Background: an optimization exercise with open tools, aiming at small area, a short achievable clock period and few clock cycles. Do not read the settings as production practice. The RTL of this run was laid out without a check of its function. Power is estimated from default activity; no workload was simulated.

**config.mk**
```make
export PLATFORM = sky130hd
export DESIGN_NAME = soc_top
export DESIGN_NICKNAME = soc_top
export VERILOG_FILES = /design/flow/design.v
export SDC_FILE = /design/flow/constraint.sdc
export NUM_CORES = 4
export LEC_CHECK = 0
export ABC_CLOCK_PERIOD_IN_PS = 3500
export CAP_MARGIN = 20
export CORE_MARGIN = 2
export CORE_UTILIZATION = 50
export SETUP_SLACK_MARGIN = 5
export SLEW_MARGIN = 20
```
**constraint.sdc**
```tcl
create_clock -name core_clock -period 12.0 [get_ports {clk}]
set_input_delay 2.4000 -clock core_clock [delete_from_list [all_inputs] [get_ports {clk}]]
set_output_delay 2.4000 -clock core_clock [all_outputs]
set_load 0.01 [all_outputs]
```
**design.v**
```verilog
`default_nettype none
package bus_pkg;
    typedef logic [31:0] addr_t;
    typedef logic [31:0] word_t;
    typedef logic [3:0] strobe_t;
    typedef enum logic [1:0] {
        MSIZE1 = 2'd0,    
        MSIZE4 = 2'd2     
    } msize_t;
    localparam addr_t RESET_PC = 32'hbfc00000;
endpackage
`default_nettype wire
`default_nettype none
package mips_pkg;
    localparam int OPC_LSB = 26;
    localparam int OPC_W   = 6;
    localparam int RS_LSB  = 21;
    localparam int RT_LSB  = 16;
    localparam int RD_LSB  = 11;
    localparam int REG_W   = 5;
    localparam int IMM_W   = 16;
    typedef enum logic [5:0] {
        OP_SPECIAL = 6'h00,
        OP_BEQ     = 6'h04,
        OP_BNE     = 6'h05,
        OP_ADDIU   = 6'h09,
        OP_ORI     = 6'h0d,
        OP_LUI     = 6'h0f,
        OP_LW      = 6'h23,
        OP_SB      = 6'h28,
        OP_SW      = 6'h2b
    } opcode_t;
    typedef enum logic [5:0] {
        FN_ADDU = 6'h21,
        FN_SUBU = 6'h23,
        FN_AND  = 6'h24,
        FN_OR   = 6'h25,
        FN_SLT  = 6'h2a
    } funct_t;
    typedef enum logic [2:0] {
        ALU_ADD,
        ALU_SUB,
        ALU_AND,
        ALU_OR,
        ALU_SLT,    
        ALU_LUI     
    } alu_op_t;
endpackage
`default_nettype wire
`default_nettype none
module addr_translate (
    input  bus_pkg::addr_t vaddr,
    output bus_pkg::addr_t paddr,
    output logic           uncached
);
    assign paddr[27:0]  = vaddr[27:0];
    assign paddr[31:28] = (vaddr[31:30] == 2'b10) ? {3'b000, vaddr[28]} : vaddr[31:28];
    assign uncached     = (vaddr[31:29] == 3'b101);
endmodule
`default_nettype wire
`default_nettype none
module regfile (
    input  logic           clk,
    input  logic [31:1]    rsel,
    output bus_pkg::word_t rd,
    input  logic [31:1]    wen,
    input  bus_pkg::word_t wd
);
    bus_pkg::word_t regs [1:31];
    always_ff @(posedge clk) begin
        for (int i = 1; i < 32; i++) begin
            if (wen[i]) regs[i] <= wd;
        end
    end
    always_comb begin
        rd = '0;
        for (int i = 1; i < 32; i++) begin
            rd = rd | (regs[i] & {32{rsel[i]}});
        end
    end
endmodule
`default_nettype wire
`default_nettype none
module alu (
    input  logic [5:0]     op,
    input  bus_pkg::word_t a,
    input  bus_pkg::word_t b,
    output bus_pkg::word_t y
);
    logic           sub;
    bus_pkg::word_t sum;
    logic           lt;
    assign sub = op[1] | op[4];
    assign sum = a + (sub ? ~b : b) + {31'd0, sub};
    assign lt  = (a[31] != b[31]) ? a[31] : sum[31];
    assign y = (sum & {32{op[0] | op[1]}})
             | (a & b & {32{op[2]}})
             | ((a | b) & {32{op[3]}})
             | ({31'd0, lt} & {32{op[4]}})
             | (b & {32{op[5]}});
endmodule
`default_nettype wire
`default_nettype none
module mips_core (
    input  logic             clk,
    input  logic             rst,
    output logic             mem_valid,
    output logic             mem_write,
    output logic             mem_uncached,
    output bus_pkg::addr_t   mem_addr,
    output bus_pkg::strobe_t mem_strobe,
    output bus_pkg::word_t   mem_wdata,
    input  bus_pkg::word_t   mem_rdata,
    input  logic             mem_ready
);
    logic        first;       
    logic        ex;          
    logic        dslot;       
    logic [31:2] pc;          
    bus_pkg::word_t ir;
    bus_pkg::word_t a_q;      
    bus_pkg::word_t b_q;      
    logic [31:1] rsel;        
    logic [31:1] wen;         
    logic        wd_alu, wd_mem;
    logic [5:0]  aop;
    logic        byp;         
    logic        c_br, c_bne, c_mem, c_lw, c_sb, c_r;
    logic [4:0]  c_rd;
    logic [5:0]  c_rop;
    logic [5:0] opc, fn;
    logic [4:0] rs, rt, rd;
    logic       is_r, is_addiu, is_ori, is_lui, is_lw, is_sw, is_sb, is_beq, is_bne;
    logic [5:0] r_op;
    assign opc = ir[31:26];
    assign fn  = ir[5:0];
    assign rs  = ir[25:21];
    assign rt  = ir[20:16];
    assign rd  = ir[15:11];
    always_comb begin
        r_op = 6'b000000;
        case (fn)
            6'h21:   r_op = 6'b000001;
            6'h23:   r_op = 6'b000010;
            6'h24:   r_op = 6'b000100;
            6'h25:   r_op = 6'b001000;
            6'h2a:   r_op = 6'b010000;
            default: r_op = 6'b000000;
        endcase
    end
    assign is_r     = (opc == 6'h00) & (r_op != 6'b000000);
    assign is_addiu = (opc == 6'h09);
    assign is_ori   = (opc == 6'h0d);
    assign is_lui   = (opc == 6'h0f);
    assign is_lw    = (opc == 6'h23);
    assign is_sw    = (opc == 6'h2b);
    assign is_sb    = (opc == 6'h28);
    assign is_beq   = (opc == 6'h04);
    assign is_bne   = (opc == 6'h05);
    function automatic logic [31:1] onehot(input logic [4:0] r);
        for (int i = 1; i < 32; i++) onehot[i] = (r == 5'(i));
    endfunction
    bus_pkg::word_t rdata, alu_y, wdata;
    assign wdata = ({32{wd_alu}} & alu_y) | ({32{wd_mem}} & mem_rdata);
    regfile u_rf (
        .clk (clk),
        .rsel (rsel), .rd (rdata),
        .wen (wen), .wd (wdata)
    );
    alu u_alu (.op (aop), .a (a_q), .b (b_q), .y (alu_y));
    logic        taken, go_data, nex;
    logic [31:2] pc_inc, pc_tgt;
    bus_pkg::addr_t xinc, xtgt, xdat, naddr;
    logic        unc_d;
    logic [4:0]  nrs;
    assign taken   = ex & c_br & ((a_q == rdata) ^ c_bne);
    assign go_data = ex & c_mem;
    assign nex     = ~go_data & ~taken;
    assign pc_inc  = pc + 30'd1;
    assign pc_tgt  = pc + {{14{ir[15]}}, ir[15:0]};
    addr_translate u_xi (.vaddr ({pc_inc, 2'b00}), .paddr (xinc), .uncached ());
    addr_translate u_xt (.vaddr ({pc_tgt, 2'b00}), .paddr (xtgt), .uncached ());
    addr_translate u_xd (.vaddr (alu_y), .paddr (xdat), .uncached (unc_d));
    assign naddr = go_data ? xdat : (taken ? xtgt : xinc);
    assign nrs   = dslot ? rs : mem_rdata[25:21];
    assign mem_valid = 1'b1;
    assign mem_wdata = b_q;
    always_ff @(posedge clk) begin
        if (rst) begin
            first        <= 1'b1;
            ex           <= 1'b0;
            dslot        <= 1'b0;
            pc           <= bus_pkg::RESET_PC[31:2];
            mem_addr     <= 32'h1fc00000;
            mem_write    <= 1'b0;
            wen          <= '1;       
            wd_alu       <= 1'b0;
            wd_mem       <= 1'b0;
        end else begin
            first <= mem_ready;
            if (mem_ready) begin
                if (!dslot) ir <= mem_rdata;
                dslot     <= go_data;
                ex        <= nex;
                mem_addr  <= naddr;
                mem_write <= go_data & ~c_lw;
                if (!go_data) pc <= npc_w;
                if (go_data) begin
                    mem_uncached <= unc_d;
                    mem_strobe   <= c_sb ? (4'b0001 << alu_y[1:0]) : 4'b1111;
                end
                if (ex) b_q <= c_sb ? {4{rdata[7:0]}} : rdata;
                rsel   <= onehot(nrs);
                aop    <= c_rop;
                byp    <= ex & c_r & (c_rd == nrs);
                wd_alu <= ex & c_r;
                wd_mem <= go_data & c_lw;
                wen    <= (ex & c_r) ? onehot(c_rd) :
                          (go_data & c_lw) ? onehot(rt) : '0;
            end else if (first) begin
                if (ex) begin
                    a_q    <= byp ? alu_y : rdata;
                    b_q    <= is_lui ? {ir[15:0], 16'h0000} :
                              is_ori ? {16'h0000, ir[15:0]} : {{16{ir[15]}}, ir[15:0]};
                    aop    <= is_ori ? 6'b001000 : is_lui ? 6'b100000 : 6'b000001;
                    rsel   <= onehot(rt);
                    wd_alu <= is_addiu | is_ori | is_lui;
                    wd_mem <= 1'b0;
                    wen    <= (is_addiu | is_ori | is_lui) ? onehot(rt) : '0;
                    c_br   <= is_beq | is_bne;
                    c_bne  <= is_bne;
                    c_mem  <= is_lw | is_sw | is_sb;
                    c_lw   <= is_lw;
                    c_sb   <= is_sb;
                    c_r    <= is_r & (rd != 5'd0);
                    c_rd   <= rd;
                    c_rop  <= r_op;
                end else if (!dslot) begin
                    wen    <= '0;
                    wd_alu <= 1'b0;
                    wd_mem <= 1'b0;
                end
            end
        end
    end
    logic [31:2] npc_w;
    assign npc_w = taken ? pc_tgt : pc_inc;
endmodule
`default_nettype wire
`default_nettype none
module soc_top (
    input  logic             clk,
    input  logic             rst,
    output logic             mem_valid,
    output logic             mem_write,
    output logic             mem_uncached,
    output bus_pkg::addr_t   mem_addr,
    output bus_pkg::strobe_t mem_strobe,
    output bus_pkg::word_t   mem_wdata,
    input  bus_pkg::word_t   mem_rdata,
    input  logic             mem_ready
);
    mips_core core (
        .clk, .rst,
        .mem_valid, .mem_write, .mem_uncached, .mem_addr, .mem_strobe, .mem_wdata,
        .mem_rdata, .mem_ready
    );
endmodule
`default_nettype wire
```
**flow/run.sh**
```bash
#!/bin/bash
# Standard layout, with timing repair aimed well below the 12 ns period.
set -o pipefail
bash standard.sh SETUP_SLACK_MARGIN=8.0 finish > standard_make.log 2>&1
```
**standard.sh**
```bash
#!/bin/bash
# synth_recipe.tcl (not shown) runs the flow's synth.tcl, then flattens the netlist and writes it again
# the make line also repeats each setting of config.mk as NAME=value (left out here)
make -C /OpenROAD-flow-scripts/flow DESIGN_CONFIG=/design/flow/config.mk WORK_HOME=/design/flow/orfs CLKGATE_MAP_FILE= SYNTH_SCRIPT=/design/flow/synth_recipe.tcl "${@:-finish}"
```
==> run notes <==
[registers in the layout, summed over array words and instances (netlist names), 30 cells and up]
signal / cells
core.u_rf.regs: 992
core.a_q: 32
core.b_q: 32
core.ir: 32
core.mem_addr: 32
core.rsel: 31
core.wen: 31
core.pc: 30
[timing repair]
action                                   CTS  global route
pin swaps                                 98            72
cloned                                    27            23
resized for setup                        390           168
buffers inserted                         141            68
endpoints found under the setup margin  1093           777
[area by class of cell]
cell class                 instances  area, um2  share of cell area, %
inverter                          49        189                  0.297
timing repair buffer             456       4990                   7.84
antenna                            4       10.0                 0.0157
clock inverter                    71        746                   1.17
multi-input combinational       2119      16000                   25.2
tap                             1368       1710                   2.69
clock buffer                     165       3520                   5.53
sequential                      1246      36500                   57.3
[cells in the final DEF, fill, tap and decap left out, types with 25 or more instances in the layout]
master / instances
nand2_1: 266
xnor2_1: 63
a21oi_1: 122
dfxtp_2: 31
nand3_1: 58
a222oi_1: 42
buf_12: 51
buf_4: 214
dfxtp_1: 68
o22ai_1: 61
nand4_1: 68
a22o_1: 92
clkbuf_16: 137
xor2_1: 43
dlygate4sd2_1: 65
nor3_1: 29
inv_1: 44
o21ai_4: 30
nor2_1: 141
buf_6: 54
ha_1: 50
clkdlybuf4s50_1: 32
and3_1: 35
o21ai_0: 94
a221oi_1: 102
clkbuf_1: 27
edfxtp_1: 1147
a22oi_1: 302
nand2b_1: 25
[cells in the mapped netlist (12+ instances only)]
| cell type | n | area (um2) |
|---|---|---|
| edfxtp_1 | 1147 | 34400 |
| a22oi_1 | 306 | 2300 |
| nand2_1 | 277 | 1040 |
| nor2_1 | 158 | 593 |
| a21oi_1 | 149 | 746 |
| clkbuf_1 | 141 | 529 |
| o21ai_0 | 131 | 656 |
| a221oi_1 | 112 | 981 |
| a22o_1 | 104 | 911 |
| dfxtp_1 | 99 | 1980 |
| xnor2_1 | 72 | 631 |
| nand4_1 | 68 | 425 |
| ha_1 | 64 | 801 |
| o22ai_1 | 62 | 388 |
| nand3_1 | 60 | 300 |
| inv_1 | 48 | 180 |
| xor2_1 | 43 | 377 |
| a222oi_1 | 42 | 420 |
| nor3_1 | 42 | 210 |
| mux2i_1 | 39 | 390 |
| and3_1 | 37 | 231 |
| and4_1 | 27 | 236 |
| nand2b_1 | 27 | 169 |
| buf_2 | 23 | 115 |
| a211oi_1 | 20 | 150 |
| a21o_1 | 18 | 135 |
| buf_1 | 17 | 63.8 |
| and2_1 | 15 | 93.8 |
| mux2_2 | 15 | 169 |
| nor2b_1 | 14 | 87.6 |
| or2_2 | 14 | 87.6 |
| o21a_1 | 12 | 90.1 |
| or3_1 | 12 | 75.1 |
[kinds of logic (layout without fill, tap and decap cells)]
group | after synthesis | count (layout)
compound gates | 1055 | 1082
xor+xnor | 115 | 115
fa+ha+maj | 66 | 66
buf+inv | 240 | 741
flops | 1246 | 1246
mux | 56 | 56
other cells | 1 | 5
simple gates | 797 | 799
[layer usage]
layer,track usage (%),vias up,wire length (um)
li1,-,15389,-
met1,52.4,19579,77100
met2,58.0,3475,93100
met3,9.78,740,29800
met4,20.8,0,14700
met5,0,-,0
[power groups by stage]
stage               registers, uW  clock network [uW]  logic, uW
floorplan                    5320                   0        490
global route                 5260                4230       1380
global placement             5320                   0       1010
CTS                          5240                4060       1190
detailed placement           5330                   0       1020
finish                       5240                4060       1360
[final timing paths]
| check | start | to | slack [ps] |
|---|---|---|---|
| max | core.rsel[22] | core.mem_addr[9] | 7400 |
| min | core.wen[9] | core.u_rf.regs[9][5] | 450 |
| max reg2reg | core.rsel[22] | core.mem_addr[9] | 7400 |
| min reg2reg | core.wen[9] | core.u_rf.regs[9][5] | 450 |
[critical path, cell delays in order, from the launching register on]
cell,delay [ps]
edfxtp_1,340
buf_6,460
a22o_1,240
a221oi_1,50
and4_4,230
buf_4,130
buf_4,130
nand3_1,70
nor4b_4,590
nand4_1,250
nor4_4,510
mux2i_4,340
buf_12,140
buf_4,110
buf_8,110
buf_12,100
buf_16,120
mux2i_2,220
a21oi_1,100
nor3_1,190
[per-stage QoR]
| step | instance area (um2) | util, % | power (uW) | worst slack, ps |
|---|---|---|---|---|
| finish | 63700 | 62.5 | 10700 | 7400 |
| CTS | 62000 | 60.8 | 10500 | 7670 |
| global route | 63700 | 62.5 | 10900 | 7400 |
| floorplan | 51500 | - | 5810 | 7970 |
| detailed placement | 54500 | 53.5 | 6350 | 6070 |
| global placement | 54400 | 53.4 | 6330 | 6210 |
==> impl_metrics.csv <==
group,metric,value,unit
layout,stdcell_count,5478,
sta,skew,49.1,ps
placement,portBuffers,104,
floorplanning,io_pins,106,
job,maxCapViolCount,1,
logic_synthesis,synthArstFlopShare,0,%
logic_synthesis,yosys.area_share.simple,7.71,%
sta,report.final.hold_viol_count,0,
logic_synthesis,synthXorXnorAreaFrac,1.96,%
sta,slew_viol_final,26,
global_routing,antenna_found_initial,2,
sta,worst_pin_slew,1920,ps
route,viasPerCell,7.15,
global_routing,grt_pass1_vias,35706,
placement,detailed_place_hpwl,117,mm
pwr,swShare,26.4,%
sta,min_period,4600,ps
pwr,power_density,167,mW/mm2
layout,drive_gt1_share,21.5,%
cts,clk_pin_slew,60,ps
layout,syn_to_final_growth,23.8,%
pwr,p_seq_share,49.2,%
logic_synthesis,synthMuxAreaShare,1.14,%
logic_synthesis,synth_top_family_by_area,"compound AO/OA/AOI/OAI gates",
cts,ctsHoldBuffers,0,
sta,holdWs,453,ps
route,routed_wl,215,mm
cts,cts_buffer_depth,3,
hold_path,hold_class,"flop to flop",
placement,dp.cells,4978,
pwr,p_clk_share,38.1,%
layout,nets,4105,
worst_setup_path,cp_max_fo,32,
cts,cts_max_level,4,
floorplanning,rows,117,
global_routing,track_usage,38.8,%
worst_setup_path,setup.worst_path.class,"flop to flop",
floorplanning,core,0.102,mm2
route,vias,39183,
cts,clk_latency,790,ps
global_routing,globalRouteOverflowTotal,0,
route,routedWlPerCell,39.2,um
hold_path,hold_path_depth,0,
logic_synthesis,avgSynthCellArea,14.4,um2
logic_synthesis,syn_nets,3677,
status,so_faults,"capacitance limit, slew limit",
pwr,switchingPower,2820,uW
logic_synthesis,synth_edf_count,1147,
route,route.detailed.drc,0,
floorplanning,dieWidth,325,um
sta,min_period_over_period,38.3,%
logic_synthesis,ys.flop_type,"edfxtp_1",
worst_setup_path,required,12670,ps
route,drt_first_pass_iters,8,
worst_setup_path,reg2regPathDepth,19,
logic_synthesis,syn-instance-count,3576,
global_routing,grt_max_degree,69,
sta,rsz0062_at_grt,"yes",
worst_setup_path,cp.arrival,5270,ps
sta,setup_viol,0,
pwr,pwr-share-comb,12.7,%
layout,nFillCells,7660,
sta,max_freq,0.217,GHz
sta,relSlewSlack,-28.2,%
worst_setup_path,crit_path_start_kind,"flop",
logic_synthesis,yosys_warnings,3,
logic_synthesis,synthAdderAreaFrac,1.63,%
cts,cts_made_buffers,132,
pwr,vdd_drop_max,151,uV
pwr,p_leak,0.0229,uW
logic_synthesis,syn_area,0.0514,mm2
logic_synthesis,synth_compound_area_share,14.8,%
cts,clock-sinks,1246,
route,drt_iter0_drc,7057,
floorplanning,fp.dieH,325,um
floorplanning,start_util,50.5,%
pwr,intPower,7840,uW
cts,cts_root_buf,"clkbuf_16",
route,postRouteAntennaNets,0,
logic_synthesis,synth-seq-cells,1246,
placement,gp_congestion,0.993,
global_routing,grt_pass1_wl,284,mm
logic_synthesis,synth-seq-area-share,70.8,%
worst_setup_path,cp-end-kind,"flop",
cts,cts_tree,"yes",
status,status,"finished with violations",
sta,setup-tns-final,0,ps
logic_synthesis,post_synth_num_cell_types,79,
floorplanning,die_area,0.105,mm2

==> re-timing with driven ports <==
The flow's constraints put no driver on any port. The routed layout listed below was extracted and timed again, unchanged, in two steps. Step 1 assumes that a clkbuf_16 drives the clock port and a buf_2 every other input. Step 2 also shifts input and output timing later by t, the mid clock arrival at the registers, as if the neighbouring blocks saw the same clock. a / b / c = ideal / step 1 / step 2; a / b = the first two.
shift t [ns]: 0.829
slack for setup (ns): 7.402 / 7.402 / 7.079
worst setup path at the end: input to register
The setup slack of this run moves by 0.000 ns with the drivers and by -0.323 ns with both steps.
